From an optimization exercise on the open Yosys and OpenROAD flow, aimed at small area, a short achievable clock period and few clock cycles per item; shortcuts taken in it are not production practice. RTL that was checked went through simulation tests only; none was proved equivalent to the original. The RTL of run 6 was laid out without a check of its function. No activity file was given, so power comes from the tool's default toggle rates.

==> design/flow/design.v <==
package gbp_pkg;
	localparam logic [7:0] TERM_RESET = 8'd13;
	localparam logic [7:0] CH_SPACE = 8'h20;
	localparam logic [7:0] CH_MINUS = 8'h2D;
	localparam logic [7:0] CH_POINT = 8'h2E;
	localparam logic [7:0] CH_A = 8'h41;
	localparam logic [7:0] CH_F = 8'h46;
	localparam logic [7:0] CH_G = 8'h47;
	localparam logic [7:0] CH_L = 8'h4C;
	localparam logic [7:0] CH_M = 8'h4D;
	localparam logic [7:0] CH_N = 8'h4E;
	localparam logic [7:0] CH_U = 8'h55;
	localparam logic [7:0] CH_V = 8'h56;
	localparam logic [7:0] CH_W = 8'h57;
	typedef logic [3:0] kind_t;
	localparam kind_t K_NONE = 4'd0;
	localparam kind_t K_N    = 4'd1;
	localparam kind_t K_G    = 4'd2;
	localparam kind_t K_M    = 4'd3;
	localparam kind_t K_F    = 4'd4;
	localparam kind_t K_L    = 4'd5;
	localparam kind_t K_W    = 4'd6;
	localparam kind_t K_U    = 4'd7;
	localparam kind_t K_V    = 4'd8;
	localparam kind_t K_A    = 4'd9;
	function automatic kind_t kind_of(input logic [7:0] c);
		kind_t k;
		case (c)
			CH_N: k = K_N;
			CH_G: k = K_G;
			CH_M: k = K_M;
			CH_F: k = K_F;
			CH_L: k = K_L;
			CH_W: k = K_W;
			CH_U: k = K_U;
			CH_V: k = K_V;
			CH_A: k = K_A;
			default: k = K_NONE;
		endcase
		kind_of = k;
	endfunction
endpackage
module gcode_block_parser_top #(
	parameter int AXIS_WORD_CHARS = 15,
	parameter int INT_WORD_DIGITS = 4
) (
	input  logic        clk,
	input  logic        arst_n,
	input  logic        cfg_we,
	input  logic [7:0]  cfg_wdata,
	input  logic        char_valid,
	input  logic [7:0]  char_in,
	output logic        char_ready,
	output logic        block_valid,
	input  logic        block_ready,
	output logic [13:0] block_number,
	output logic [1:0]  code_letter,
	output logic [6:0]  code_number,
	output logic [13:0] feed_value,
	output logic [13:0] repeat_count,
	output logic [31:0] x_milli,
	output logic [31:0] y_milli,
	output logic [31:0] z_milli,
	output logic [31:0] a_milli
);
	localparam int MAX_LIM = (AXIS_WORD_CHARS > INT_WORD_DIGITS) ? AXIS_WORD_CHARS
		: INT_WORD_DIGITS;
	localparam int CNT_W = $clog2(MAX_LIM + 1);
	localparam logic [CNT_W-1:0] LIM_AXIS = CNT_W'(AXIS_WORD_CHARS);
	localparam logic [CNT_W-1:0] LIM_INT = CNT_W'(INT_WORD_DIGITS);
	localparam logic [CNT_W-1:0] LIM_CODE = CNT_W'(2);
	localparam bit INT_SAT = (INT_WORD_DIGITS > 4);
	localparam int AW = 36;
	logic [7:0]       term_q;
	logic             cv_q;       
	logic [7:0]       c_q;        
	logic             ct_q;       
	logic             dg_q;       
	logic [3:0]       dv_q;       
	logic             bv_q;       
	logic             first_q;    
	logic             cr_q;       
	logic             tk_q;       
	gbp_pkg::kind_t            kind_q;
	logic             pw_q;       
	logic [CNT_W-1:0] cnt_q;
	logic             neg_q, pt_q, st_q, en_q, ovf_q;
	logic [1:0]       fd_q;
	logic             mul10_q;    
	logic [1:0]       wsel_q;     
	logic [AW-1:0]    acc_q;
	logic [13:0]      f_n, f_feed, f_rep;
	logic [1:0]       f_cl;
	logic [6:0]       f_cn;
	logic [31:0]      f_x, f_y, f_z, f_a;
	assign char_ready   = cr_q;
	assign block_valid  = bv_q;
	assign block_number = f_n;
	assign code_letter  = f_cl;
	assign code_number  = f_cn;
	assign feed_value   = f_feed;
	assign repeat_count = f_rep;
	assign x_milli      = f_x;
	assign y_milli      = f_y;
	assign z_milli      = f_z;
	assign a_milli      = f_a;
	logic take, stall, proc;
	logic cv_d, ct_d;
	assign take  = char_valid && cr_q;
	assign stall = cv_q && bv_q && (!first_q || ct_q);
	assign proc  = cv_q && !stall;
	assign cv_d  = stall ? cv_q : take;
	assign ct_d  = stall ? ct_q : (char_in == term_q);
	logic dig_in;
	assign dig_in = (char_in[7:4] == 4'h3) && (char_in[3:0] <= 4'd9);
	logic [7:0] c;
	logic       digit, is_sp, is_minus, is_point;
	logic       k_int, k_nl, k_fl, k_axis, early;
	logic [CNT_W-1:0] limit, cnt_inc;
	assign c        = c_q;
	assign digit    = dg_q;
	assign is_sp    = (c == gbp_pkg::CH_SPACE);
	assign is_minus = (c == gbp_pkg::CH_MINUS);
	assign is_point = (c == gbp_pkg::CH_POINT);
	assign k_nl     = (kind_q == gbp_pkg::K_N) || (kind_q == gbp_pkg::K_G) || (kind_q == gbp_pkg::K_M);
	assign k_fl     = (kind_q == gbp_pkg::K_F) || (kind_q == gbp_pkg::K_L);
	assign k_int    = k_nl || k_fl;
	assign k_axis   = (kind_q == gbp_pkg::K_W) || (kind_q == gbp_pkg::K_U) || (kind_q == gbp_pkg::K_V) || (kind_q == gbp_pkg::K_A);
	assign cnt_inc  = cnt_q + CNT_W'(1);
	always_comb begin
		case (kind_q)
			gbp_pkg::K_F: early = is_sp || (c == gbp_pkg::CH_N) || (c == gbp_pkg::CH_L);
			gbp_pkg::K_L: early = is_sp || (c == gbp_pkg::CH_N) || (c == gbp_pkg::CH_F);
			gbp_pkg::K_W, gbp_pkg::K_U, gbp_pkg::K_V, gbp_pkg::K_A: early = is_sp || (c == gbp_pkg::CH_N);
			default: early = 1'b0;
		endcase
	end
	always_comb begin
		case (kind_q)
			gbp_pkg::K_G, gbp_pkg::K_M: limit = LIM_CODE;
			gbp_pkg::K_W, gbp_pkg::K_U, gbp_pkg::K_V, gbp_pkg::K_A: limit = LIM_AXIS;
			default: limit = LIM_INT;
		endcase
	end
	logic word_open, absorb, open_new, wr;
	assign word_open = (kind_q != gbp_pkg::K_NONE) && !pw_q;
	assign absorb    = proc && !ct_q && word_open && !early;
	assign open_new  = proc && !ct_q && !(word_open && !early);
	assign wr        = pw_q || (proc && (kind_q != gbp_pkg::K_NONE) && (ct_q || early));
	logic add;
	logic n_neg, n_pt, n_st, n_en;
	logic [1:0] n_fd;
	always_comb begin
		add = 1'b0;
		n_neg = neg_q;
		n_pt = pt_q;
		n_st = st_q;
		n_en = en_q;
		n_fd = fd_q;
		if (k_nl) begin
			if (!en_q && !(is_sp && !st_q)) begin
				if (digit) begin
					n_st = 1'b1;
					add = 1'b1;
				end else begin
					n_en = 1'b1;
				end
			end
		end else if (k_fl) begin
			add = digit;
		end else begin
			if (!en_q) begin
				if (is_minus) begin
					if (st_q) n_en = 1'b1;
					else begin
						n_st = 1'b1;
						n_neg = 1'b1;
					end
				end else if (is_point) begin
					if (pt_q) n_en = 1'b1;
					else begin
						n_pt = 1'b1;
						n_st = 1'b1;
					end
				end else if (digit) begin
					n_st = 1'b1;
					if (!pt_q) add = 1'b1;
					else if (fd_q != 2'd3) begin
						add = 1'b1;
						n_fd = fd_q + 2'd1;
					end
				end
			end
		end
	end
	logic [1:0]  wsel;
	logic [13:0] bw;
	logic        mul10;
	assign wsel = wsel_q;
	always_comb begin
		bw = 14'd0;
		case ({wsel, dv_q})
			{2'd0, 4'd1}: bw = 14'd1000;
			{2'd0, 4'd2}: bw = 14'd2000;
			{2'd0, 4'd3}: bw = 14'd3000;
			{2'd0, 4'd4}: bw = 14'd4000;
			{2'd0, 4'd5}: bw = 14'd5000;
			{2'd0, 4'd6}: bw = 14'd6000;
			{2'd0, 4'd7}: bw = 14'd7000;
			{2'd0, 4'd8}: bw = 14'd8000;
			{2'd0, 4'd9}: bw = 14'd9000;
			{2'd1, 4'd1}: bw = 14'd100;
			{2'd1, 4'd2}: bw = 14'd200;
			{2'd1, 4'd3}: bw = 14'd300;
			{2'd1, 4'd4}: bw = 14'd400;
			{2'd1, 4'd5}: bw = 14'd500;
			{2'd1, 4'd6}: bw = 14'd600;
			{2'd1, 4'd7}: bw = 14'd700;
			{2'd1, 4'd8}: bw = 14'd800;
			{2'd1, 4'd9}: bw = 14'd900;
			{2'd2, 4'd1}: bw = 14'd10;
			{2'd2, 4'd2}: bw = 14'd20;
			{2'd2, 4'd3}: bw = 14'd30;
			{2'd2, 4'd4}: bw = 14'd40;
			{2'd2, 4'd5}: bw = 14'd50;
			{2'd2, 4'd6}: bw = 14'd60;
			{2'd2, 4'd7}: bw = 14'd70;
			{2'd2, 4'd8}: bw = 14'd80;
			{2'd2, 4'd9}: bw = 14'd90;
			default: bw = 14'(dv_q);
		endcase
	end
	assign mul10 = mul10_q;
	logic       o_axis;
	logic [1:0] n_wsel;
	assign o_axis = (gbp_pkg::kind_of(c) == gbp_pkg::K_W) || (gbp_pkg::kind_of(c) == gbp_pkg::K_U)
		|| (gbp_pkg::kind_of(c) == gbp_pkg::K_V) || (gbp_pkg::kind_of(c) == gbp_pkg::K_A);
	assign n_wsel = !k_axis ? 2'd3 : (!n_pt ? 2'd0 : n_fd + 2'd1);
	logic [AW-1:0] op1, op2, op3, csa_s, csa_c, acc_sum;
	logic          acc_oor;
	assign op1 = mul10 ? {acc_q[AW-4:0], 3'b000} : '0;
	assign op2 = mul10 ? {acc_q[AW-2:0], 1'b0} : acc_q;
	assign op3 = {{(AW-14){1'b0}}, bw} ^ {AW{neg_q}};
	assign csa_s = op1 ^ op2 ^ op3;
	assign csa_c = (op1 & op2) | (op1 & op3) | (op2 & op3);
	assign acc_sum = csa_s + {csa_c[AW-2:0], neg_q};
	assign acc_oor  = (acc_q[AW-1:31] != '0) && (acc_q[AW-1:31] != '1);
	logic        sat;
	logic [31:0] axis_val;
	logic [13:0] int_val;
	assign sat      = ovf_q || acc_oor;
	assign axis_val = sat ? {neg_q, {31{!neg_q}}} : acc_q[31:0];
	assign int_val  = (INT_SAT && (sat || (acc_q[31:0] > 32'd16383))) ? 14'd16383 : acc_q[13:0];
	logic emit, bv_d, first_d;
	assign emit    = proc && ct_q;
	assign bv_d    = emit || (bv_q && !block_ready);
	assign first_d = emit;
	always_ff @(posedge clk or negedge arst_n) begin
		if (!arst_n) begin
			term_q <= gbp_pkg::TERM_RESET;
			cv_q <= 1'b0;
			bv_q <= 1'b0;
			cr_q <= 1'b1;
			tk_q <= 1'b1;
			kind_q <= gbp_pkg::K_NONE;
			pw_q <= 1'b0;
		end else begin
			if (cfg_we) term_q <= cfg_wdata;
			cv_q <= cv_d;
			bv_q <= bv_d;
			cr_q <= !(bv_d && (!first_d || (cv_d && ct_d)));
			tk_q <= bv_q && block_ready;
			if (absorb) begin
				pw_q <= (cnt_inc >= limit);
			end else if (open_new) begin
				kind_q <= gbp_pkg::kind_of(c);
				pw_q <= 1'b0;
			end else if (emit || pw_q) begin
				kind_q <= gbp_pkg::K_NONE;
				pw_q <= 1'b0;
			end
		end
	end
	always_ff @(posedge clk) begin
		if (!stall) begin
			c_q <= char_in;
			dg_q <= dig_in;
			dv_q <= dig_in ? char_in[3:0] : 4'd0;
		end
		ct_q <= ct_d;
		first_q <= first_d;
		if (absorb) begin
			cnt_q <= cnt_inc;
			neg_q <= n_neg;
			pt_q <= n_pt;
			st_q <= n_st;
			en_q <= n_en;
			fd_q <= n_fd;
			mul10_q <= !(k_axis && n_pt);
			wsel_q <= n_wsel;
			if (add) begin
				acc_q <= acc_sum;
				ovf_q <= ovf_q || acc_oor;
			end
		end else if (open_new) begin
			cnt_q <= '0;
			neg_q <= 1'b0;
			pt_q <= 1'b0;
			st_q <= 1'b0;
			en_q <= 1'b0;
			fd_q <= 2'd0;
			mul10_q <= 1'b1;
			wsel_q <= o_axis ? 2'd0 : 2'd3;
			acc_q <= '0;
			ovf_q <= 1'b0;
		end
	end
	logic w_n, w_c, w_f, w_l, w_x, w_y, w_z, w_a;
	logic h_n, h_c, h_f, h_l, h_x, h_y, h_z, h_a;
	assign w_n = wr && (kind_q == gbp_pkg::K_N);
	assign w_c = wr && (kind_q == gbp_pkg::K_G || kind_q == gbp_pkg::K_M);
	assign w_f = wr && (kind_q == gbp_pkg::K_F);
	assign w_l = wr && (kind_q == gbp_pkg::K_L);
	assign w_x = wr && (kind_q == gbp_pkg::K_W);
	assign w_y = wr && (kind_q == gbp_pkg::K_U);
	assign w_z = wr && (kind_q == gbp_pkg::K_V);
	assign w_a = wr && (kind_q == gbp_pkg::K_A);
	assign h_n = !w_n && !tk_q;
	assign h_c = !w_c && !tk_q;
	assign h_f = !w_f && !tk_q;
	assign h_l = !w_l && !tk_q;
	assign h_x = !w_x && !tk_q;
	assign h_y = !w_y && !tk_q;
	assign h_z = !w_z && !tk_q;
	assign h_a = !w_a && !tk_q;
	logic [1:0] cl_val;
	assign cl_val = (kind_q == gbp_pkg::K_G) ? 2'd1 : 2'd2;
	always_ff @(posedge clk) begin
		f_n    <= ({14{w_n}} & int_val) | ({14{h_n}} & f_n);
		f_cl   <= ({2{w_c}} & cl_val) | ({2{h_c}} & f_cl);
		f_cn   <= ({7{w_c}} & int_val[6:0]) | ({7{h_c}} & f_cn);
		f_feed <= ({14{w_f}} & int_val) | ({14{h_f}} & f_feed);
		f_rep  <= ({14{w_l}} & int_val) | ({14{h_l}} & f_rep) | {13'd0, tk_q && !w_l};
		f_x    <= ({32{w_x}} & axis_val) | ({32{h_x}} & f_x);
		f_y    <= ({32{w_y}} & axis_val) | ({32{h_y}} & f_y);
		f_z    <= ({32{w_z}} & axis_val) | ({32{h_z}} & f_z);
		f_a    <= ({32{w_a}} & axis_val) | ({32{h_a}} & f_a);
	end
endmodule
==> design/flow/run.sh <==
#!/bin/bash
# synth_recipe.tcl (not shown) runs the flow's synth.tcl, then flattens the netlist and writes it again
# the make line also repeats each setting of config.mk as NAME=value (left out here)
make -C /OpenROAD-flow-scripts/flow DESIGN_CONFIG=/design/flow/config.mk WORK_HOME=/design/flow/orfs CLKGATE_MAP_FILE= SYNTH_SCRIPT=/design/flow/synth_recipe.tcl finish
==> design/flow/config.mk <==
export PLATFORM = sky130hd
export DESIGN_NAME = gcode_block_parser_top
export DESIGN_NICKNAME = gcode_block_parser_top
export VERILOG_FILES = /design/flow/design.v
export SDC_FILE = /design/flow/constraint.sdc
export NUM_CORES = 4
export LEC_CHECK = 0
export CAP_MARGIN = 20
export CORE_MARGIN = 2
export CORE_UTILIZATION = 40
export SETUP_SLACK_MARGIN = 4.5
export SLEW_MARGIN = 20
==> design/flow/constraint.sdc <==
create_clock -name core_clock -period 8.0 [get_ports {clk}]
set_input_delay 1.6000 -clock core_clock [delete_from_list [all_inputs] [get_ports {clk}]]
set_output_delay 1.6000 -clock core_clock [all_outputs]
set_load 0.01 [all_outputs]
==> results of run 1 <==
==> sequential cells by signal, indices dropped and copies added (netlist names), 2 cells and up <==
register	cells
acc_q	36
c_q	8
cnt_q	4
dv_q	4
f_a	32
f_cl	2
f_cn	7
f_feed	14
f_n	14
f_rep	14
f_x	32
f_y	32
f_z	32
fd_q	2
kind_q	4
term_q	8
wsel_q	2
==> where the power goes <==
part           switching [mW]  total [mW]  internal [mW]  leakage [nW]
combinational           0.386       0.676          0.290          5.16
sequential             0.0292        1.41           1.38          2.31
clock                   0.567        1.38          0.812         0.491
total                   0.982        3.46           2.48          7.97
==> tightest hold or removal path, stage by stage (launching register included) <==
cell      delay (ns)
dfxtp_1         0.31
nand2b_1        0.06
mux2i_1         0.05
==> timing repair <==
item / 4_1_cts / 5_1_grt
endpoints found under the setup margin: 30 / 52
hold buffers: 0 / 0
pin swaps: 17 / 30
gates resized for setup: 39 / 79
hold endpoints to repair: 0 / 0
setup buffers: 27 / 14
==> how the worst min path moves through the flow <==
stage               startpoint       to  slack, ns  cells past startpoint
CTS                     f_y[2]   f_y[2]       0.47                      2
global placement       f_y[13]  f_y[13]       0.46                      2
detailed placement     f_y[14]  f_y[14]       0.46                      2
global route            f_y[2]   f_y[2]       0.48                      2
finish                  f_y[2]   f_y[2]       0.47                      2
floorplan                 ct_q  first_q       0.49                      2
==> Yosys cell counts, types with 7 or more instances <==
cell type	count	area share, %
nor3_1	18	0.63
edfxtp_1	63	13
nand3b_1	27	1.4
nand2_1	74	1.9
xor2_1	29	1.8
nor2_1	86	2.2
ha_1	43	3.7
nand2b_1	152	6.6
and2_1	31	1.3
nand4_1	12	0.52
nand3_1	15	0.52
a21o_1	44	2.3
mux2_2	18	1.4
mux2i_1	142	9.9
fa_1	33	4.6
clkbuf_1	67	1.7
a31oi_1	9	0.39
buf_2	10	0.35
dfrtp_1	12	2.1
xnor2_1	30	1.8
inv_1	54	1.4
and3_1	13	0.57
a21oi_1	74	2.6
a21boi_0	11	0.57
dfxtp_1	181	25
o21ai_0	72	2.5
nor2b_1	23	1.0
o21bai_1	7	0.37
==> cell type report <==
cell class,count,area share [%]
inverter,56,1.14
tap,461,3.09
clock buffer,38,4.35
clock inverter,16,0.913
multi-input combinational,1060,45.4
timing repair buffer,254,13.2
sequential,261,31.9
==> metal layers <==
layer | wire (um) | global-route usage, % | vias to the layer above
met5 | 0 | 0 | -
li1 | - | - | 5490
met2 | 18000 | 32.7 | 259
met3 | 1560 | 2.18 | 47
met4 | 794 | 4.30 | 0
met1 | 19100 | 28.8 | 5548
==> cells by family (layout without fill, tap and decap cells) <==
| logic type | after synthesis | count (layout) | share of synthesized area, % |
|---|---|---|---|
| multiplexers | 166 | 166 | 11.9 |
| AO/OA/AOI/OAI | 273 | 273 | 11.9 |
| flip-flops | 261 | 261 | 41.4 |
| adder cells (fa/ha/maj) | 76 | 76 | 8.34 |
| AND/OR/NAND/NOR | 486 | 486 | 18.7 |
| buffers and inverters | 141 | 364 | 4.14 |
| XOR/XNOR | 59 | 59 | 3.60 |
==> per-stage QoR <==
stage	instance area, sq um	instances	utilization, %	total power, mW
detailed placement	16800	2051	47.4	2.01
CTS	18200	2132	51.2	3.42
global placement	16800	2051	47.4	2.00
floorplan	14500	1462	-	1.86
global route	18600	2146	52.6	3.61
finish	18600	2146	52.6	3.46
==> flow_metrics.env, run 1 <==
export IMPL_avgSynthCellArea_sq_um=9.83
export IMPL_postSynth_asyncResetShare_pct=6.51
export IMPL_fin_crit_sh_pct=49.8
export IMPL_syn_instance_count=1462
export IMPL_clk_pin_slew_ns=0.06
export IMPL_reg2reg_depth=18
export IMPL_die_h_um=194
export IMPL_hold_viol=0
export IMPL_fillerInstances=3208
export IMPL_finalSetupViolCount=0
export IMPL_fin_skew_ns=0.0164
export IMPL_drive_gt1_share_pct=13.9
export IMPL_final_cell_mix="clkdlybuf4s50_1, dfxtp_1, nand2b_1"
export IMPL_hold_path_class="reg -> reg"
export IMPL_p_leak_nw=7.97
export IMPL_worst_pin_slew_ns=0.884
export IMPL_grt_pass1_vias=11100
export IMPL_hold_ws_ns=0.469
export IMPL_dieArea_sq_um=37500
export IMPL_antenna_found_initial=0
export IMPL_core_area_sq_um=35500
export IMPL_drtAntennaViolNets=0
export IMPL_final_common_cell="clkdlybuf4s50_1"
export IMPL_gp_congestion=0.880
export IMPL_first_iter_violations=686
export IMPL_r2r_slack_ns=4.02
export IMPL_rsz0062_at_grt="yes"
export IMPL_vias=11300
export IMPL_slowest_delay_ns=0.55
export IMPL_cts_tree="built"
export IMPL_path_cells="buf_4 -> nor2b_4 -> nand2_1 -> o21ai_0 -> nand2_1 -> o221ai_2 -> xnor2_1 -> fa_1 -> inv_1 -> ha_4 -> and3_1 -> a221o_1 -> and2_4 -> o21a_1 -> o31a_1 -> o41ai_2 -> xor2_1 -> nor2_1"
export IMPL_layout_area_overhead_vs_synth_pct=29.7
export IMPL_clockBufferDepth=3
export IMPL_crit_buf_inv=2
export IMPL_grt_overflow_total=0
export IMPL_path_depth=18
export IMPL_clock_tree_root_cell="clkbuf_16"
export IMPL_arrival_ns=4.30
export IMPL_portBuffers=201
export IMPL_crit_path_end_kind="flop"
export IMPL_status="no timing/DRC/antenna violations"
export IMPL_setup_slack_ns=4.02
export IMPL_yosys_warnings=1
export IMPL_ys_flop_type="dfxtp_1"
export IMPL_grt_max_degree=145
export IMPL_grt_pass1_wl_um=61700
export IMPL_start_util_pct=40.5
export IMPL_maxSlewViolCount=0
export IMPL_regToRegStartpoint="dv_q[3]"
export IMPL_reg2reg_to="acc_q[12]"
export IMPL_max_slew_margin_pct=40.2
export IMPL_clock_fmax_mhz=251
export IMPL_rows=69
export IMPL_clk_latency_ns=0.58
export IMPL_fin_nets=1759
export IMPL_path_common_cell="nand2_1"
export IMPL_n_antenna_cell=0
export IMPL_die_x_um=194
export IMPL_crit_family="compound AO/OA/AOI/OAI gates"
export IMPL_cts_max_level=1
export IMPL_drt_first_pass_iters=5
export IMPL_vias_per_cell=5.29
export IMPL_multi_input_area_sq_um=8460
export IMPL_worstSetupStartpointType="flop"
export IMPL_fin_crit_ns=3.98
export IMPL_wl_per_cell_um=18.4
export IMPL_peakVddDrop_mv=0.159
export IMPL_cp_slowest_cell="fa_1"
export IMPL_cap_violations=0
export IMPL_wl_um=39500
export IMPL_drcViolationCount=0
export IMPL_crit_fanout=5
export IMPL_worstSetupPathType="reg -> reg"
export IMPL_synthDistinctLibCells=73
export IMPL_yosysSeqAreaShare_pct=41.4
export IMPL_worstSetupStartpoint="dv_q[3]"
export IMPL_critPathCapture="acc_q[12]"
export IMPL_detailedPlace_worstSlack_ns=3.60
export IMPL_seqCellArea_sq_um=5950
export IMPL_powerDensity_nw_per_um2=186
export IMPL_cts_made_buffers=29
export IMPL_track_usage_pct=20.1
export IMPL_dp_final_hpwl_um=27400
export IMPL_synth_area_sq_um=14400
export IMPL_syn_num_nets=1559
export IMPL_required_ns=8.32
export IMPL_ys_seq_elements=261
export IMPL_totalNegativeSetupSlack_ns=0
export IMPL_clock_sinks=261
export IMPL_ios=202
export IMPL_synth_edf_count=63
Testbench counts, summed over its fixed seeds: cycles 82,158, chars 82,147.
==> run 2: changes to the inputs <==
--- a/design/flow/config.mk
+++ b/design/flow/config.mk
@@ -5,6 +5,7 @@
 export SDC_FILE = /design/flow/constraint.sdc
 export NUM_CORES = 4
 export LEC_CHECK = 0
+export ABC_AREA = 1
 export CAP_MARGIN = 20
 export CORE_MARGIN = 2
 export CORE_UTILIZATION = 40
==> flow_metrics.env, run 2 <==
export IMPL_status="no timing/DRC/antenna violations"
export IMPL_grt_pass1_wl_um=66500
export IMPL_wl_per_cell_um=16.9
export IMPL_yosysSeqAreaShare_pct=41.4
export IMPL_synthMuxAreaShare_pct=0.470
export IMPL_synth_simple_area_share_pct=23.2
export IMPL_arrival_ns=4.07
export IMPL_reg2reg_to="acc_q[30]"
export IMPL_synth_area_sq_um=14400
export IMPL_gp_congestion=0.941
export IMPL_holdPathStages=2
export IMPL_finalSetupViolCount=0
export IMPL_ys_seq_elements=261
export IMPL_clk_latency_ns=0.57
export IMPL_drcViolationCount=0
export IMPL_dieArea_sq_um=37500
export IMPL_worstSetupStartpointType="flop"
export IMPL_portBuffers=201
export IMPL_worst_pin_slew_ns=0.995
export IMPL_synthTopCellsByCount="nand2_1, nand3_1, inv_1"
export IMPL_vias_per_cell=5.23
export IMPL_postSynth_asyncResetShare_pct=6.51
export IMPL_worstSetupPathType="reg -> reg"
export IMPL_rows=69
export IMPL_r2r_slack_ns=4.24
export IMPL_holdCritStartpoint="f_z[24]"
export IMPL_min_to="f_z[24]"
export IMPL_avgSynthCellArea_sq_um=8.00
export IMPL_cts_max_level=1
export IMPL_top_register="acc_q"
export IMPL_clockBufferDepth=3
export IMPL_yosysTopAreaCellShare_pct=25.2
export IMPL_totalNegativeSetupSlack_ns=0
export IMPL_hold_path_class="reg -> reg"
export IMPL_clk_pin_slew_ns=0.06
export IMPL_clock_fmax_mhz=266
export IMPL_vias=12900
export IMPL_fin_skew_ns=0.0296
export IMPL_yosysMostFrequentCell="nand2_1"
export IMPL_ys_flop_type="dfxtp_1"
export IMPL_grt_overflow_total=0
export IMPL_grt_pass1_vias=12400
export IMPL_start_util_pct=40.5
export IMPL_layout_area_overhead_vs_synth_pct=29.9
export IMPL_wl_um=41800
export IMPL_final_common_cell="nand2_1"
export IMPL_crit_fanout=5
export IMPL_drive_gt1_share_pct=16.7
export IMPL_core_area_sq_um=35500
export IMPL_slowest_delay_ns=0.50
export IMPL_clock_sinks=261
export IMPL_synth_top_family_by_area="simple AND/OR/NAND/NOR gates"
export IMPL_hold_viol=0
export IMPL_powerDensity_nw_per_um2=196
export IMPL_fin_crit_ns=3.76
export IMPL_n_antenna_cell=0
export IMPL_ios=202
export IMPL_path_common_cell="nand2_2"
export IMPL_fillerInstances=3348
export IMPL_cp_slowest_cell="edfxtp_1"
export IMPL_synth_xor_area_share_pct=1.65
export IMPL_regToRegStartpoint="dv_q[3]"
export IMPL_synth_fa_ha_area_share_pct=8.34
export IMPL_antenna_found_initial=0
export IMPL_peakVddDrop_mv=0.161
export IMPL_p_leak_nw=7.83
export IMPL_track_usage_pct=21.5
export IMPL_fin_nets=2094
export IMPL_grt_max_degree=97
export IMPL_drt_first_pass_iters=5
export IMPL_max_slew_margin_pct=33.5
export IMPL_synth_compound_area_share_pct=15.4
export IMPL_drtAntennaViolNets=0
export IMPL_cap_violations=0
export IMPL_required_ns=8.30
export IMPL_synth_edf_count=63
export IMPL_crit_path_end_kind="flop"
export IMPL_fin_crit_sh_pct=47.0
export IMPL_path_cells="inv_1 -> nand2_2 -> nor2_4 -> nand2_1 -> nand2_1 -> inv_1 -> nand4_1 -> nor2_4 -> nand3_1 -> nand2_1 -> nand2_1 -> nand2_2 -> fa_2 -> ha_4 -> nand3_1 -> nand2_2 -> nand3_1 -> nand2_2 -> a21o_1 -> nand2_2 -> a21oi_2 -> nor2_1"
export IMPL_die_h_um=194
export IMPL_rsz0062_at_grt="yes"
export IMPL_syn_num_nets=1894
export IMPL_reg2reg_depth=22
export IMPL_dp_final_hpwl_um=30300
export IMPL_ys_top_cells_by_area="dfxtp_1, edfxtp_1, nand3_1, nand2_1, inv_1"
export IMPL_first_iter_violations=887
export IMPL_worstSetupStartpoint="dv_q[3]"
export IMPL_finalPower_mw=3.66
export IMPL_synth_largest_area_cell="dfxtp_1"
export IMPL_syn_instance_count=1797
export IMPL_postCtsHoldBufs=0
export IMPL_maxSlewViolCount=0
export IMPL_yosys_warnings=1
export IMPL_largest_reg_flops=36
export IMPL_die_x_um=194
export IMPL_synthDistinctLibCells=53
export IMPL_clock_tree_root_cell="clkbuf_16"
export IMPL_cts_made_buffers=29
export IMPL_final_cell_mix="nand2_1, nand3_1, inv_1"
export IMPL_cts_tree="built"
## run 2: cell types whose count changed in the layout (fill, tap and decap cells not counted), moves of 37 or more
| cell | change |
|---|---|
| nand3_1 | +216 |
| nand2_1 | +163 |
| inv_1 | +153 |
| nand2b_1 | -150 |
| mux2i_1 | -142 |
| o21ai_1 | +136 |
| o21ai_2 | +37 |
## run 2: routing by layer
layer  routed length (um)  track usage, %  vias up
li1                     -               -     6438
met1                20000            31.5     6089
met2                18500            33.9      364
met3                 2480            2.32       56
met4                  883            5.57        0
met5                    0               0        -
## run 2: logic make-up after synthesis
| logic type | after synthesis |
|---|---|
| XOR/XNOR | 27 |
| buffers and inverters | 299 |
| multiplexers | 6 |
| AND/OR/NAND/NOR | 732 |
| flip-flops | 261 |
| adder cells (fa/ha/maj) | 76 |
| AO/OA/AOI/OAI | 396 |
## run 2: worst max path at each step
stage                endpoint  cells after the start
floorplan           acc_q[30]                     15
global placement    acc_q[25]                     17
detailed placement  acc_q[25]                     18
CTS                 acc_q[30]                     21
global route        acc_q[26]                     23
finish              acc_q[30]                     22
## run 2: power breakdown
| part | total [mW] | internal, mW | switching [mW] |
|---|---|---|---|
| Combinational | 0.988 | 0.353 | 0.635 |
| Sequential | 1.41 | 1.39 | 0.0222 |
| Clock | 1.26 | 0.720 | 0.545 |
| Total | 3.66 | 2.46 | 1.20 |
## run 2: final cells by class
type	instances	area, sq um	share of cell area [%]
Timing Repair Buffer	241	2350	12.6
Multi-Input combinational cell	1237	8040	43.1
Sequential cell	261	5950	31.9
Tap cell	461	577	3.09
Inverter	227	857	4.59
Clock inverter	8	65.1	0.349
Clock buffer	42	827	4.43
## run 2: critical path, delay by kind of cell, from the launching register on
kind / cells / cell delay [ns]
fa+ha+maj: 2 / 0.80
compound gates: 2 / 0.35
simple gates: 16 / 1.61
buf+inv: 2 / 0.22
flops: 1 / 0.50
## run 2: stage by stage
step	std cells	area [sq um]	hold slack (ns)	util (%)	worst slack, ns
final	2477	18700	0.479	52.6	4.24
after global routing	2477	18700	0.495	52.6	4.04
after CTS	2468	18300	0.480	51.5	4.39
after detailed placement	2393	16800	0.470	47.2	3.72
after global placement	2393	16800	0.465	47.2	3.78
after floorplan	1797	14700	0.468	-	4.18
## run 2: what timing repair did
| action | CTS | global route |
|---|---|---|
| gates resized for setup | 117 | 59 |
| pin swaps | 52 | 23 |
| cloned | 0 | 0 |
| buffers inserted | 25 | 9 |
| endpoints found under the setup margin | 32 | 33 |
==> run 3: changes to the inputs <==
==> design/flow/flow/run.sh (new file) <==
#!/bin/bash
set -euo pipefail
bash standard.sh "BUFFER_PORTS_ARGS=-buffer_cell sky130_fd_sc_hd__buf_1" finish > flow_make.log 2>&1
==> design/flow/standard.sh (new file) <==
#!/bin/bash
# synth_recipe.tcl (not shown) runs the flow's synth.tcl, then flattens the netlist and writes it again
# the make line also repeats each setting of config.mk as NAME=value (left out here)
make -C /OpenROAD-flow-scripts/flow DESIGN_CONFIG=/design/flow/config.mk WORK_HOME=/design/flow/orfs CLKGATE_MAP_FILE= SYNTH_SCRIPT=/design/flow/synth_recipe.tcl "${@:-finish}"
--- a/design/flow/config.mk
+++ b/design/flow/config.mk
@@ -9,5 +9,7 @@
 export CAP_MARGIN = 20
 export CORE_MARGIN = 2
 export CORE_UTILIZATION = 40
+export CTS_BUF_LIST = sky130_fd_sc_hd__clkbuf_8
+export CTS_CLUSTER_SIZE = 25
 export SETUP_SLACK_MARGIN = 4.5
 export SLEW_MARGIN = 20
removed: design/flow/run.sh
==> flow_metrics.env, run 3 <==
export IMPL_status="no timing/DRC/antenna violations"
export IMPL_r2r_slack_ns=4.28
export IMPL_final_common_cell="nand2_1"
export IMPL_syn_num_nets=1894
export IMPL_ios=202
export IMPL_largest_reg_flops=36
export IMPL_ys_flop_type="dfxtp_1"
export IMPL_reg2reg_depth=21
export IMPL_finalSetupViolCount=0
export IMPL_min_to="f_a[17]"
export IMPL_grt_pass1_wl_um=67500
export IMPL_n_antenna_cell=0
export IMPL_crit_fanout=4
export IMPL_regToRegStartpoint="dv_q[0]"
export IMPL_yosys_warnings=1
export IMPL_cts_made_buffers=44
export IMPL_avgSynthCellArea_sq_um=8.00
export IMPL_worstSetupPathType="reg -> reg"
export IMPL_die_h_um=194
export IMPL_postCtsHoldBufs=0
export IMPL_totalNegativeSetupSlack_ns=0
export IMPL_cts_max_level=2
export IMPL_fin_skew_ns=0.0242
export IMPL_synthDistinctLibCells=53
export IMPL_wl_um=41900
export IMPL_fin_nets=2114
export IMPL_portBuffers=201
export IMPL_yosysSeqAreaShare_pct=41.4
export IMPL_ys_seq_elements=261
export IMPL_dieArea_sq_um=37500
export IMPL_hold_path_class="reg -> reg"
export IMPL_arrival_ns=4.03
export IMPL_maxSlewViolCount=0
export IMPL_worst_pin_slew_ns=1.06
export IMPL_rows=69
export IMPL_drtAntennaViolNets=0
export IMPL_synthTopCellsByCount="nand2_1, nand3_1, inv_1"
export IMPL_postSynth_asyncResetShare_pct=6.51
export IMPL_clk_latency_ns=0.57
export IMPL_yosysMostFrequentCell="nand2_1"
export IMPL_gp_congestion=0.922
export IMPL_grt_pass1_vias=12500
export IMPL_core_area_sq_um=35500
export IMPL_die_x_um=194
export IMPL_max_slew_margin_pct=29.0
export IMPL_vias=13200
export IMPL_drt_first_pass_iters=7
export IMPL_final_util_pct=49.0
export IMPL_clockBufferDepth=3
export IMPL_drcViolationCount=0
export IMPL_clock_fmax_mhz=269
export IMPL_dp_final_hpwl_um=29700
export IMPL_cts_tree="built"
export IMPL_top_register="acc_q"
export IMPL_first_iter_violations=885
export IMPL_crit_path_end_kind="flop"
export IMPL_fin_crit_sh_pct=46.5
export IMPL_synth_area_sq_um=14400
export IMPL_rsz0062_at_grt="yes"
export IMPL_wl_per_cell_um=16.7
export IMPL_cap_violations=0
export IMPL_synth_largest_area_cell="dfxtp_1"
export IMPL_p_leak_nw=7.49
export IMPL_track_usage_pct=21.9
export IMPL_reg2reg_to="acc_q[24]"
export IMPL_fin_crit_ns=3.72
export IMPL_hold_viol=0
export IMPL_synth_edf_count=63
export IMPL_fillerInstances=3433
export IMPL_ys_top_cells_by_area="dfxtp_1, edfxtp_1, nand3_1, nand2_1, inv_1"
export IMPL_syn_instance_count=1797
export IMPL_drive_gt1_share_pct=17.3
export IMPL_start_util_pct=40.5
export IMPL_antenna_found_initial=0
export IMPL_powerDensity_nw_per_um2=208
export IMPL_clock_sinks=261
export IMPL_peakVddDrop_mv=0.152
export IMPL_yosysTopAreaCellShare_pct=25.2
export IMPL_vias_per_cell=5.26
export IMPL_clk_pin_slew_ns=0.06
export IMPL_holdCritStartpoint="f_a[17]"
export IMPL_worstSetupStartpointType="flop"
export IMPL_required_ns=8.31
export IMPL_grt_overflow_total=0
export IMPL_grt_max_degree=102
export IMPL_clock_tree_root_cell="clkbuf_8"
export IMPL_layout_area_overhead_vs_synth_pct=21.1
export IMPL_holdPathStages=2
export IMPL_final_cell_mix="nand2_1, nand3_1, inv_1"
## run 3: cell counts after synthesis
Identical to the previous run, type by type.
## run 3: layout make-up
cell class / instances / area (sq um) / area share (%)
clock buffer: 51 / 702 / 4.03
clock inverter: 23 / 188 / 1.08
inverter: 227 / 857 / 4.92
multi-input combinational: 1237 / 8010 / 46.0
sequential: 261 / 5950 / 34.2
tap: 461 / 577 / 3.31
timing repair buffer: 246 / 1120 / 6.46
## run 3: per-stage QoR
step,cell area [sq um],hold WS (ns),cells,total power [mW],setup slack (ns)
6_report,17400,0.477,2506,3.61,4.28
5_1_grt,17400,0.498,2506,3.81,4.11
4_1_cts,17000,0.480,2488,3.56,4.42
3_5_place_dp,15500,0.469,2393,2.27,3.87
3_3_place_gp,15500,0.465,2393,2.27,3.92
2_1_floorplan,14700,0.468,1797,2.06,4.18
## run 3: worst max-delay path by stage
stage | start | to
2_1_floorplan | neg_q | acc_q[30]
3_3_place_gp | dv_q[1] | acc_q[25]
3_5_place_dp | dv_q[1] | acc_q[25]
4_1_cts | wsel_q[0] | acc_q[33]
5_1_grt | dv_q[0] | acc_q[20]
6_report | dv_q[0] | acc_q[24]
## run 3: report_power, final
group          internal (mW)  leakage [nW]  switching [mW]
logic                  0.342          4.68           0.638
registers               1.39          2.31          0.0220
clock network          0.678         0.500           0.544
## run 3: per-layer routing
layer	vias to the layer above	part of all wire, %	GRT usage (%)
met5	-	0	0
met4	0	2.0	5.57
met3	71	6.0	3.26
met2	459	44	34.0
met1	6179	48	31.8
li1	6471	-	-
## run 3: logic make-up after synthesis
logic type	Yosys count	synth area share, %
buffers and inverters	299	9.62
adders and majority gates	76	8.34
muxes	6	0.470
AOI/OAI and AO/OA	396	15.4
xor gates and xnor gates	27	1.65
and+or+nand+nor	732	23.2
DFF	261	41.4
## run 3: critical path, cell delays in order, from the launching register on
cell      delay [ns]
edfxtp_1        0.54
buf_4           0.20
inv_1           0.08
a32oi_1         0.33
nand2_1         0.10
nor2_1          0.14
nand2_2         0.09
xor2_2          0.18
fa_1            0.51
inv_2           0.05
ha_4            0.31
nand2_2         0.06
nand2_2         0.08
inv_1           0.04
o21bai_1        0.22
a21oi_1         0.12
nand2_2         0.10
nand3_1         0.07
nand2_1         0.10
nand2_1         0.06
nand2_1         0.05
nor2_1          0.05
## run 3: timing repair
action | in CTS | in global routing
gates resized for setup | 110 | 62
pin swaps | 34 | 34
buffers inserted | 21 | 18
endpoints found under the hold margin | 0 | 0
setup endpoints to repair | 32 | 33
==> run 4: changes to the inputs <==
--- a/design/flow/config.mk
+++ b/design/flow/config.mk
@@ -9,7 +9,7 @@
 export CAP_MARGIN = 20
 export CORE_MARGIN = 2
 export CORE_UTILIZATION = 40
-export CTS_BUF_LIST = sky130_fd_sc_hd__clkbuf_8
-export CTS_CLUSTER_SIZE = 25
+export CTS_BUF_LIST = sky130_fd_sc_hd__clkbuf_4
+export CTS_CLUSTER_SIZE = 16
 export SETUP_SLACK_MARGIN = 4.5
 export SLEW_MARGIN = 20
==> flow_metrics.env, run 4 <==
export IMPL_clk_latency_ns=0.77
export IMPL_multi_input_area_sq_um=8220
export IMPL_cts_tree="built"
export IMPL_peakVddDrop_mv=0.118
export IMPL_drive_gt1_share_pct=21.3
export IMPL_final_common_cell="nand2_1"
export IMPL_final_cell_mix="nand2_1, nand3_1, buf_1"
export IMPL_synthDistinctLibCells=53
export IMPL_yosys_warnings=1
export IMPL_drcViolationCount=0
export IMPL_vias_per_cell=5.23
export IMPL_yosysMostFrequentCell="nand2_1"
export IMPL_totalNegativeSetupSlack_ns=0
export IMPL_place_area_sq_um=15500
export IMPL_cp_slowest_cell="edfxtp_1"
export IMPL_die_h_um=194
export IMPL_gp_congestion=0.922
export IMPL_fin_skew_ns=0.0570
export IMPL_arrival_ns=4.10
export IMPL_postCtsHoldBufs=0
export IMPL_drtAntennaViolNets=0
export IMPL_rows=69
export IMPL_hold_viol=0
export IMPL_largest_reg_flops=36
export IMPL_cap_violations=0
export IMPL_path_cells="nand2_4 -> nor2_4 -> nand2_2 -> nand2_4 -> nor2_4 -> nand3_2 -> nor2_4 -> nand2_4 -> xor2_4 -> fa_1 -> inv_2 -> ha_4 -> nand2_8 -> o21a_1 -> nor2_2 -> nor2_2 -> nand2_2 -> a21oi_2 -> o21a_1"
export IMPL_grt_pass1_vias=12800
export IMPL_powerDensity_nw_per_um2=207
export IMPL_fillerInstances=3429
export IMPL_fin_nets=2146
export IMPL_hold_path_class="reg -> reg"
export IMPL_track_usage_pct=22.3
export IMPL_finalPower_mw=3.66
export IMPL_reg2reg_depth=19
export IMPL_worstSetupPathType="reg -> reg"
export IMPL_p_leak_nw=7.59
export IMPL_synth_largest_area_cell="dfxtp_1"
export IMPL_yosysSeqAreaShare_pct=41.4
export IMPL_rsz0062_at_grt="yes"
export IMPL_synth_area_sq_um=14400
export IMPL_clk_pin_slew_ns=0.07
export IMPL_top_register="acc_q"
export IMPL_synthTopCellsByCount="nand2_1, nand3_1, inv_1"
export IMPL_crit_buf_inv=1
export IMPL_finalSetupViolCount=0
export IMPL_worst_pin_slew_ns=1.05
export IMPL_grt_max_degree=102
export IMPL_crit_fanout=7
export IMPL_cts_made_buffers=72
export IMPL_grt_overflow_total=0
export IMPL_drt_first_pass_iters=7
export IMPL_wl_per_cell_um=16.6
export IMPL_wl_um=42600
export IMPL_postSynth_asyncResetShare_pct=6.51
export IMPL_fin_crit_ns=3.63
export IMPL_seqCellArea_sq_um=5950
export IMPL_fin_crit_sh_pct=45.3
export IMPL_hold_ws_ns=0.477
export IMPL_start_util_pct=40.5
export IMPL_clock_tree_root_cell="clkbuf_4"
export IMPL_final_area_sq_um=17700
export IMPL_status="no timing/DRC/antenna violations"
export IMPL_layout_area_overhead_vs_synth_pct=22.9
export IMPL_dp_final_hpwl_um=29700
export IMPL_portBuffers=201
export IMPL_core_area_sq_um=35500
export IMPL_die_x_um=194
export IMPL_avgSynthCellArea_sq_um=8.00
export IMPL_syn_instance_count=1797
export IMPL_antenna_found_initial=1
export IMPL_ys_flop_type="dfxtp_1"
export IMPL_dp_cells=2393
export IMPL_ios=202
export IMPL_ys_top_cells_by_area="dfxtp_1, edfxtp_1, nand3_1, nand2_1, inv_1"
export IMPL_path_depth=19
export IMPL_clockBufferDepth=3
export IMPL_grt_pass1_wl_um=68100
export IMPL_required_ns=8.48
export IMPL_holdPathStages=2
export IMPL_cts_max_level=3
export IMPL_first_iter_violations=903
export IMPL_final_util_pct=49.8
export IMPL_syn_num_nets=1894
export IMPL_yosysTopAreaCellShare_pct=25.2
export IMPL_vias=13400
export IMPL_synth_edf_count=63
export IMPL_detailedPlace_worstSlack_ns=3.87
export IMPL_worstSetupStartpointType="flop"
export IMPL_stdcell_count=2561
export IMPL_crit_path_end_kind="flop"
export IMPL_setup_slack_ns=4.37
export IMPL_ys_seq_elements=261
export IMPL_maxSlewViolCount=0
export IMPL_dieArea_sq_um=37500
export IMPL_clock_fmax_mhz=276
export IMPL_max_slew_margin_pct=30.2
export IMPL_crit_family="simple AND/OR/NAND/NOR gates"
export IMPL_clock_sinks=261
export IMPL_slowest_delay_ns=0.53
run 4: path summary, 6_finish.rpt:
check,from,to,slack [ns]
worst max-delay path,dv_q[0],acc_q[15],4.37
min in group asynchronous,arst_n,pw_q,0.77
worst min register to register,f_z[3],f_z[3],0.48
worst max register to register,dv_q[0],acc_q[15],4.37
worst min-delay path,f_z[3],f_z[3],0.48
max in group asynchronous,arst_n,tk_q,6.86
run 4: cells by family after synthesis:
logic type	count (synthesis)	synth area share, %
AND/OR/NAND/NOR	732	23.2
buffers and inverters	299	9.62
multiplexers	6	0.470
adder cells (fa/ha/maj)	76	8.34
AO/OA/AOI/OAI	396	15.4
flip-flops	261	41.4
XOR/XNOR	27	1.65
run 4: worst min-delay path, stage by stage, from the launching register on:
cell	delay, ns
dfxtp_1	0.31
nand3_1	0.07
o21ai_1	0.05
run 4: what timing repair did:
| action | 4_1_cts | 5_1_grt |
|---|---|---|
| cloned | 1 | 0 |
| pin swaps | 51 | 86 |
| endpoints found under the setup margin | 32 | 34 |
| setup buffers | 23 | 19 |
| resized for setup | 99 | 132 |
run 4: routing by layer:
layer	up-vias	track usage, %	wire length, um
met5	-	0	0
met4	0	6.90	736
met3	60	4.50	2920
met2	459	34.2	19100
met1	6300	31.5	19800
li1	6568	-	-
run 4: cell type report:
| class | count | share of cell area [%] |
|---|---|---|
| diodes | 1 | 0.0142 |
| clock buffers | 106 | 4.50 |
| clock inverters | 18 | 0.637 |
| inverters | 227 | 4.87 |
| multi-input cells | 1238 | 46.5 |
| flip-flops and latches | 261 | 33.7 |
| well taps | 461 | 3.27 |
| repair buffers | 249 | 6.53 |
run 4: where the power goes:
group	internal [mW]	leakage [nW]	switching (mW)
Combinational	0.365	4.74	0.668
Sequential	1.39	2.31	0.0220
Clock	0.640	0.538	0.577
Total	2.39	7.59	1.27
==> run 5: changes to the inputs <==
--- a/design/flow/config.mk
+++ b/design/flow/config.mk
@@ -9,7 +9,5 @@
 export CAP_MARGIN = 20
 export CORE_MARGIN = 2
 export CORE_UTILIZATION = 40
-export CTS_BUF_LIST = sky130_fd_sc_hd__clkbuf_4
-export CTS_CLUSTER_SIZE = 16
 export SETUP_SLACK_MARGIN = 4.5
 export SLEW_MARGIN = 20
==> flow_metrics.env, run 5 <==
export IMPL_die_h_um=194
export IMPL_ys_top_cells_by_area="dfxtp_1, edfxtp_1, nand3_1, nand2_1, inv_1"
export IMPL_n_antenna_cell=0
export IMPL_clockBufferDepth=3
export IMPL_cts_made_buffers=29
export IMPL_powerDensity_nw_per_um2=213
export IMPL_crit_family="simple AND/OR/NAND/NOR gates"
export IMPL_drive_gt1_share_pct=16.9
export IMPL_synth_area_sq_um=14400
export IMPL_hold_path_class="reg -> reg"
export IMPL_p_int_mw=2.50
export IMPL_yosysTopAreaCellShare_pct=25.2
export IMPL_worst_pin_slew_ns=1.04
export IMPL_crit_buf_inv=4
export IMPL_start_util_pct=40.5
export IMPL_totalNegativeSetupSlack_ns=0
export IMPL_final_common_cell="nand2_1"
export IMPL_clock_tree_root_cell="clkbuf_16"
export IMPL_antenna_found_initial=0
export IMPL_rsz0062_at_grt="yes"
export IMPL_grt_pass1_wl_um=66700
export IMPL_grt_max_degree=102
export IMPL_vias=13100
export IMPL_yosys_warnings=1
export IMPL_finalPower_mw=3.72
export IMPL_drcViolationCount=0
export IMPL_final_cell_mix="nand2_1, nand3_1, inv_1"
export IMPL_cts_max_level=1
export IMPL_rows=69
export IMPL_peakVddDrop_mv=0.170
export IMPL_worstSetupStartpointType="flop"
export IMPL_required_ns=8.30
export IMPL_clk_latency_ns=0.57
export IMPL_combPwrFrac_pct=26.9
export IMPL_worstSetupPathType="reg -> reg"
export IMPL_maxSlewViolCount=0
export IMPL_ys_flop_type="dfxtp_1"
export IMPL_status="no timing/DRC/antenna violations"
export IMPL_syn_num_nets=1894
export IMPL_wl_per_cell_um=16.8
export IMPL_finalSetupViolCount=0
export IMPL_synthDistinctLibCells=53
export IMPL_postSynth_asyncResetShare_pct=6.51
export IMPL_vias_per_cell=5.27
export IMPL_largest_reg_flops=36
export IMPL_crit_path_end_kind="flop"
export IMPL_gp_congestion=0.922
export IMPL_cp_slowest_cell="edfxtp_1"
export IMPL_fin_crit_ns=3.72
export IMPL_grt_pass1_vias=12300
export IMPL_synth_largest_area_cell="dfxtp_1"
export IMPL_cap_violations=0
export IMPL_fin_crit_sh_pct=46.5
export IMPL_stdcell_count=2485
export IMPL_track_usage_pct=21.5
export IMPL_syn_instance_count=1797
export IMPL_wl_um=41800
export IMPL_arrival_ns=4.02
export IMPL_max_slew_margin_pct=30.9
export IMPL_fillerInstances=3423
export IMPL_clock_sinks=261
export IMPL_drt_first_pass_iters=5
export IMPL_cts_tree="built"
export IMPL_yosysMostFrequentCell="nand2_1"
export IMPL_avgSynthCellArea_sq_um=8.00
export IMPL_ios=202
export IMPL_portBuffers=201
export IMPL_first_iter_violations=849
export IMPL_path_common_cell="nand3_2"
export IMPL_fin_skew_ns=0.0239
export IMPL_fin_nets=2098
export IMPL_yosysSeqAreaShare_pct=41.4
export IMPL_layout_area_overhead_vs_synth_pct=21.4
export IMPL_path_cells="inv_2 -> nor2_2 -> nand2_1 -> inv_2 -> nand2_2 -> inv_1 -> nor2_4 -> nand3_2 -> nor2_4 -> buf_6 -> nand3_2 -> nand2_1 -> nand2_1 -> nand2_2 -> fa_2 -> ha_4 -> nand3_2 -> nand2_2 -> nand3_2 -> nand2_4 -> a21o_1 -> a21oi_1 -> o21a_1"
export IMPL_clock_power_share_pct=35.1
export IMPL_synth_edf_count=63
export IMPL_die_x_um=194
export IMPL_ys_seq_elements=261
export IMPL_hold_viol=0
export IMPL_clock_fmax_mhz=269
export IMPL_grt_overflow_total=0
export IMPL_p_leak_nw=7.37
export IMPL_crit_fanout=7
export IMPL_postCtsHoldBufs=0
export IMPL_dieArea_sq_um=37500
export IMPL_p_switching_mw=1.22
export IMPL_p_seq_share_pct=37.9
export IMPL_dp_final_hpwl_um=29700
export IMPL_switching_share_pct=32.7
export IMPL_seqCellArea_sq_um=5950
export IMPL_dp_cells=2393
export IMPL_multi_input_area_sq_um=8030
export IMPL_core_area_sq_um=35500
export IMPL_slowest_delay_ns=0.47
export IMPL_synthTopCellsByCount="nand2_1, nand3_1, inv_1"
export IMPL_clk_pin_slew_ns=0.06
export IMPL_drtAntennaViolNets=0
export IMPL_top_register="acc_q"
run 5: timing repair:
action | in CTS | in global routing
resized for setup | 110 | 69
setup endpoints to repair | 32 | 33
pin swaps | 47 | 35
cloned | 0 | 1
setup buffers | 19 | 18
run 5: cell type report:
class / count / share of cell area, %
timing repair buffer: 244 / 6.36
clock inverter: 12 / 0.703
multi-input combinational: 1238 / 46.0
tap: 461 / 3.31
sequential: 261 / 34.1
inverter: 227 / 4.93
clock buffer: 42 / 4.62
run 5: worst paths after layout:
check | endpoint | depth (start not counted) | slack (ns) | from
setup / recovery | acc_q[14] | 23 | 4.28 | dv_q[1]
hold / removal | f_a[17] | 2 | 0.48 | f_a[17]
setup reg to reg | acc_q[14] | 23 | 4.28 | dv_q[1]
hold reg to reg | f_a[17] | 2 | 0.48 | f_a[17]
max in group asynchronous | tk_q | 1 | 6.68 | arst_n
min in group asynchronous | term_q[6] | 1 | 0.97 | arst_n
run 5: cell families (layout without fill, tap and decap cells):
logic type,count (synthesis),after routing,share of synthesized area [%]
multiplexers,6,6,0.470
flip-flops,261,261,41.4
XOR/XNOR,27,27,1.65
adder cells (fa/ha/maj),76,76,8.34
AO/OA/AOI/OAI,396,396,15.4
AND/OR/NAND/NOR,732,733,23.2
buffers and inverters,299,525,9.62
run 5: tightest hold or removal path, cell delays in order (launching register included):
cell and delay (ns):
dfxtp_1 0.31, nand3_1 0.07, o21ai_1 0.06
run 5: per-stage QoR:
step / util (%) / instance area [sq um] / hold slack, ns / setup slack, ns
4_1_cts: 47.9 / 17000 / 0.480 / 4.39
6_report: 49.2 / 17400 / 0.477 / 4.28
3_3_place_gp: 43.7 / 15500 / 0.465 / 3.92
5_1_grt: 49.2 / 17400 / 0.498 / 4.16
3_5_place_dp: 43.7 / 15500 / 0.469 / 3.87
2_1_floorplan: - / 14700 / 0.468 / 4.18
run 5: power groups by stage:
stage / clock (mW) / combinational (mW) / sequential, mW
after CTS: 1.33 / 0.914 / 1.41
after global placement: 0 / 0.836 / 1.44
final: 1.31 / 1.00 / 1.41
after floorplan: 0 / 0.621 / 1.44
after global routing: 1.38 / 1.10 / 1.41
after detailed placement: 0 / 0.835 / 1.44
run 5: per-layer routing:
layer	wire, um	up-vias	global-route usage (%)
li1	-	6437	-
met1	19700	6169	31.3
met2	18700	408	34.1
met3	2490	71	2.79
met4	822	0	4.78
met5	0	-	0
==> run 6: changes to the inputs <==
--- a/design/flow/design.v
+++ b/design/flow/design.v
@@ -76,7 +76,7 @@
 	logic [7:0]       c_q;        
 	logic             ct_q;       
 	logic             dg_q;       
-	logic [3:0]       dv_q;       
+	logic [14:0]      wt_q;       
 	logic             bv_q;       
 	logic             first_q;    
 	logic             cr_q;       
@@ -193,13 +193,20 @@
 			end
 		end
 	end
-	logic [1:0]  wsel;
+	logic       mul10;
+	logic       o_axis;
+	logic [1:0] n_wsel, wsel_d;
+	logic       neg_d;
+	assign mul10 = mul10_q;
+	assign o_axis = (gbp_pkg::kind_of(c) == gbp_pkg::K_W) || (gbp_pkg::kind_of(c) == gbp_pkg::K_U)
+		|| (gbp_pkg::kind_of(c) == gbp_pkg::K_V) || (gbp_pkg::kind_of(c) == gbp_pkg::K_A);
+	assign n_wsel = !k_axis ? 2'd3 : (!n_pt ? 2'd0 : n_fd + 2'd1);
+	assign wsel_d = absorb ? n_wsel : (open_new ? (o_axis ? 2'd0 : 2'd3) : wsel_q);
+	assign neg_d  = absorb ? n_neg : (open_new ? 1'b0 : neg_q);
 	logic [13:0] bw;
-	logic        mul10;
-	assign wsel = wsel_q;
 	always_comb begin
 		bw = 14'd0;
-		case ({wsel, dv_q})
+		case ({wsel_d, char_in[3:0]})
 			{2'd0, 4'd1}: bw = 14'd1000;
 			{2'd0, 4'd2}: bw = 14'd2000;
 			{2'd0, 4'd3}: bw = 14'd3000;
@@ -227,23 +234,27 @@
 			{2'd2, 4'd7}: bw = 14'd70;
 			{2'd2, 4'd8}: bw = 14'd80;
 			{2'd2, 4'd9}: bw = 14'd90;
-			default: bw = 14'(dv_q);
+			{2'd3, 4'd0}: bw = 14'd0;
+			{2'd3, 4'd1}: bw = 14'd1;
+			{2'd3, 4'd2}: bw = 14'd2;
+			{2'd3, 4'd3}: bw = 14'd3;
+			{2'd3, 4'd4}: bw = 14'd4;
+			{2'd3, 4'd5}: bw = 14'd5;
+			{2'd3, 4'd6}: bw = 14'd6;
+			{2'd3, 4'd7}: bw = 14'd7;
+			{2'd3, 4'd8}: bw = 14'd8;
+			{2'd3, 4'd9}: bw = 14'd9;
+			default: bw = 14'd0;
 		endcase
 	end
-	assign mul10 = mul10_q;
-	logic       o_axis;
-	logic [1:0] n_wsel;
-	assign o_axis = (gbp_pkg::kind_of(c) == gbp_pkg::K_W) || (gbp_pkg::kind_of(c) == gbp_pkg::K_U)
-		|| (gbp_pkg::kind_of(c) == gbp_pkg::K_V) || (gbp_pkg::kind_of(c) == gbp_pkg::K_A);
-	assign n_wsel = !k_axis ? 2'd3 : (!n_pt ? 2'd0 : n_fd + 2'd1);
 	logic [AW-1:0] op1, op2, op3, csa_s, csa_c, acc_sum;
 	logic          acc_oor;
 	assign op1 = mul10 ? {acc_q[AW-4:0], 3'b000} : '0;
 	assign op2 = mul10 ? {acc_q[AW-2:0], 1'b0} : acc_q;
-	assign op3 = {{(AW-14){1'b0}}, bw} ^ {AW{neg_q}};
+	assign op3 = {{(AW-15){wt_q[14]}}, wt_q};
 	assign csa_s = op1 ^ op2 ^ op3;
 	assign csa_c = (op1 & op2) | (op1 & op3) | (op2 & op3);
-	assign acc_sum = csa_s + {csa_c[AW-2:0], neg_q};
+	assign acc_sum = csa_s + {csa_c[AW-2:0], wt_q[14]};
 	assign acc_oor  = (acc_q[AW-1:31] != '0) && (acc_q[AW-1:31] != '1);
 	logic        sat;
 	logic [31:0] axis_val;
@@ -285,7 +296,7 @@
 		if (!stall) begin
 			c_q <= char_in;
 			dg_q <= dig_in;
-			dv_q <= dig_in ? char_in[3:0] : 4'd0;
+			wt_q <= {neg_d, bw ^ {14{neg_d}}};
 		end
 		ct_q <= ct_d;
 		first_q <= first_d;
@@ -297,7 +308,7 @@
 			en_q <= n_en;
 			fd_q <= n_fd;
 			mul10_q <= !(k_axis && n_pt);
-			wsel_q <= n_wsel;
+			wsel_q <= wsel_d;
 			if (add) begin
 				acc_q <= acc_sum;
 				ovf_q <= ovf_q || acc_oor;
@@ -310,7 +321,7 @@
 			en_q <= 1'b0;
 			fd_q <= 2'd0;
 			mul10_q <= 1'b1;
-			wsel_q <= o_axis ? 2'd0 : 2'd3;
+			wsel_q <= wsel_d;
 			acc_q <= '0;
 			ovf_q <= 1'b0;
 		end
--- a/design/flow/config.mk
+++ b/design/flow/config.mk
@@ -9,5 +9,5 @@
 export CAP_MARGIN = 20
 export CORE_MARGIN = 2
 export CORE_UTILIZATION = 40
-export SETUP_SLACK_MARGIN = 4.5
+export SETUP_SLACK_MARGIN = 5
 export SLEW_MARGIN = 20
==> flow_metrics.env, run 6 <==
export IMPL_drcViolationCount=0
export IMPL_synthDistinctLibCells=52
export IMPL_cts_max_level=1
export IMPL_p_leak_nw=7.95
export IMPL_required_ns=8.41
export IMPL_reg2reg_depth=15
export IMPL_postSynth_asyncResetShare_pct=6.25
export IMPL_status="no timing/DRC/antenna violations"
export IMPL_dieArea_sq_um=37400
export IMPL_final_util_pct=53.2
export IMPL_totalNegativeSetupSlack_ns=0
export IMPL_grt_max_degree=107
export IMPL_maxSlewViolCount=0
export IMPL_grt_pass1_wl_um=68000
export IMPL_finalSetupViolCount=0
export IMPL_slowest_delay_ns=0.51
export IMPL_synth_edf_count=73
export IMPL_hold_ws_ns=0.485
export IMPL_ys_flop_type="dfxtp_1"
export IMPL_hold_path_class="reg -> reg"
export IMPL_clockBufferDepth=3
export IMPL_synth_largest_area_cell="dfxtp_1"
export IMPL_largest_reg_flops=36
export IMPL_core_area_sq_um=35500
export IMPL_min_to="f_a[3]"
export IMPL_rsz0062_at_grt="yes"
export IMPL_gp_congestion=0.923
export IMPL_dp_final_hpwl_um=28800
export IMPL_postCtsHoldBufs=0
export IMPL_arrival_ns=3.80
export IMPL_drive_gt1_share_pct=21.7
export IMPL_r2r_slack_ns=4.61
export IMPL_crit_fanout=5
export IMPL_wl_per_cell_um=17.8
export IMPL_syn_num_nets=1899
export IMPL_powerDensity_nw_per_um2=205
export IMPL_final_cell_mix="o21ai_0, inv_1, nand3_1"
export IMPL_fin_crit_sh_pct=42.3
export IMPL_crit_buf_inv=5
export IMPL_portBuffers=201
export IMPL_clock_sinks=272
export IMPL_ys_top_cells_by_area="dfxtp_1, edfxtp_1, o21ai_0, nand3_1, inv_1"
export IMPL_cts_tree="built"
export IMPL_cap_violations=0
export IMPL_final_common_cell="o21ai_0"
export IMPL_fin_crit_ns=3.39
export IMPL_layout_area_overhead_vs_synth_pct=31.3
export IMPL_track_usage_pct=21.9
export IMPL_first_iter_violations=1019
export IMPL_synth_area_sq_um=14400
export IMPL_path_cells="buf_6 -> clkbuf_16 -> o21a_1 -> fa_1 -> inv_1 -> ha_4 -> a21o_1 -> nor2_1 -> nand2_2 -> buf_4 -> a21oi_2 -> inv_1 -> a21oi_2 -> o21ai_0 -> a21oi_1"
export IMPL_fin_nets=2163
export IMPL_grt_overflow_total=0
export IMPL_fin_skew_ns=0.0294
export IMPL_synthTopCellsByCount="o21ai_0, inv_1, nand2_1"
export IMPL_reg2reg_to="acc_q[20]"
export IMPL_crit_family="compound AO/OA/AOI/OAI gates"
export IMPL_clock_tree_root_cell="clkbuf_16"
export IMPL_vias=13700
export IMPL_die_h_um=193
export IMPL_vias_per_cell=5.39
export IMPL_cts_made_buffers=29
export IMPL_drtAntennaViolNets=0
export IMPL_die_x_um=193
export IMPL_rows=69
export IMPL_worstSetupStartpoint="mul10_q"
export IMPL_max_slew_margin_pct=26.2
export IMPL_yosys_warnings=1
export IMPL_worstSetupPathType="reg -> reg"
export IMPL_ios=202
export IMPL_clk_pin_slew_ns=0.07
export IMPL_yosysMostFrequentCell="o21ai_0"
export IMPL_wl_um=45300
export IMPL_hold_viol=0
export IMPL_fillerInstances=3243
export IMPL_yosysSeqAreaShare_pct=43.6
export IMPL_yosysTopAreaCellShare_pct=25.4
export IMPL_drt_first_pass_iters=6
export IMPL_n_antenna_cell=0
export IMPL_top_register="acc_q"
export IMPL_ys_seq_elements=272
export IMPL_avgSynthCellArea_sq_um=8.00
export IMPL_holdCritStartpoint="f_a[3]"
export IMPL_regToRegStartpoint="mul10_q"
export IMPL_crit_path_end_kind="flop"
export IMPL_start_util_pct=40.5
export IMPL_syn_instance_count=1795
export IMPL_holdPathStages=2
export IMPL_clock_fmax_mhz=295
export IMPL_cp_slowest_cell="fa_1"
export IMPL_antenna_found_initial=0
export IMPL_clk_latency_ns=0.58
export IMPL_worstSetupStartpointType="flop"
export IMPL_worst_pin_slew_ns=1.11
export IMPL_grt_pass1_vias=12600
export IMPL_peakVddDrop_mv=0.157
==> run 6: changes by cell type in the layout (fill, tap and decap cells not counted), sizes merged, moves of 6 or more <==
cell      previous run  this run
clkinvlp             0         7
o21bai               1         7
nand3              245       236
buf                243       303
nand2              289       250
nor3                22         6
ha                  43        50
xor2                21        11
edfxtp              63        73
inv                229       265
o21a                14        31
a31oi                3        12
nor2               150       117
==> run 6: layer usage <==
layer	track usage (%)	share of wire, %	routed length (um)	vias up
met4	5.20	3.1	1420	0
met2	34.8	45	20600	498
li1	-	-	-	6522
met3	2.88	6.7	3010	110
met5	0	0	0	-
met1	31.8	45	20300	6569
==> run 6: layout make-up <==
class                           instances  area (sq um)  share of cell area (%)
Tap cell                              461           577                    3.06
Clock buffer                           40           840                    4.45
Timing Repair Buffer                  308          1810                    9.58
Inverter                              271          1050                    5.58
Clock inverter                         13           105                   0.557
Sequential cell                       272          6270                    33.2
Multi-Input combinational cell       1176          8210                    43.5
Timing Repair inverter                  1          5.00                  0.0265
==> run 6: cell families after synthesis <==
kind of cell               synth area share [%]
xor gates and xnor gates                   1.16
AOI/OAI and AO/OA                          16.5
and+or+nand+nor                            19.7
buffers and inverters                      9.42
DFF                                        43.6
muxes                                     0.627
adders and majority gates                  8.95
==> run 6: how the worst max path moves through the flow <==
stage / end / slack, ns / cells after the start
6_report: acc_q[20] / 4.61 / 15
5_1_grt: acc_q[20] / 4.56 / 16
3_5_place_dp: acc_q[27] / 3.98 / 13
3_3_place_gp: acc_q[27] / 4.00 / 13
4_1_cts: acc_q[35] / 4.84 / 15
2_1_floorplan: acc_q[29] / 4.81 / 14
==> run 6: where the power goes <==
part	switching (mW)	internal, mW	leakage, nW	total [mW]
Sequential	0.0272	1.46	2.44	1.49
Combinational	0.626	0.424	5.04	1.05
Clock	0.565	0.766	0.465	1.33
==> run 6: timing repair <==
item / in CTS / in global routing
gates cloned: 6 / 3
setup endpoints to repair: 102 / 35
endpoints found under the hold margin: 0 / 0
buffers inserted: 38 / 52
pin swaps: 51 / 92
gates resized for setup: 139 / 172
==> run 6: per-stage QoR <==
stage               setup slack, ns  total power, mW  instance area (sq um)  std cells
finish                         4.61             3.87                  18900       2542
global route                   4.56             4.03                  18900       2542
CTS                            4.84             3.63                  17800       2486
detailed placement             3.98             2.15                  15800       2389
global placement               4.00             2.15                  15800       2389
floorplan                      4.81             1.99                  14700       1795
==> run 6: tightest hold or removal path: stages, from the launching register on <==
cell and delay, ns:
dfxtp_1 0.32, nand3_1 0.07, o21ai_0 0.06

-- afterwards: timing with drivers on the ports --
The results above use ideal ports. As a check the final layouts listed here were re-extracted and re-timed, cells and wires unchanged.
Step 1 (the two cells are an assumption about what drives the block):
set clk [get_ports {clk}]
set_driving_cell -lib_cell sky130_fd_sc_hd__clkbuf_16 $clk
set_driving_cell -lib_cell sky130_fd_sc_hd__buf_2 [delete_from_list [all_inputs] $clk]
Step 2, shift: input delay + t, output delay - t, t = (earliest + latest rising clock arrival at the registers) / 2. This alone moves slack from input paths to output paths.
Three values: ideal ports, drivers, drivers and shift; two values: the first two.
run	t (ns)	setup slack, ns	pins driven straight from the clock port
run 1	0.620	4.017 / 4.017 / 4.017	1
run 2	0.610	4.237 / 4.237 / 4.237	1
run 3	0.607	4.282 / 4.282 / 4.282	1
run 4	0.793	4.375 / 4.375 / 4.375	1
run 5	0.611	4.281 / 4.281 / 4.281	1
run 6	0.619	4.614 / 4.614 / 4.614	1
After both steps every run listed still meets setup and hold.
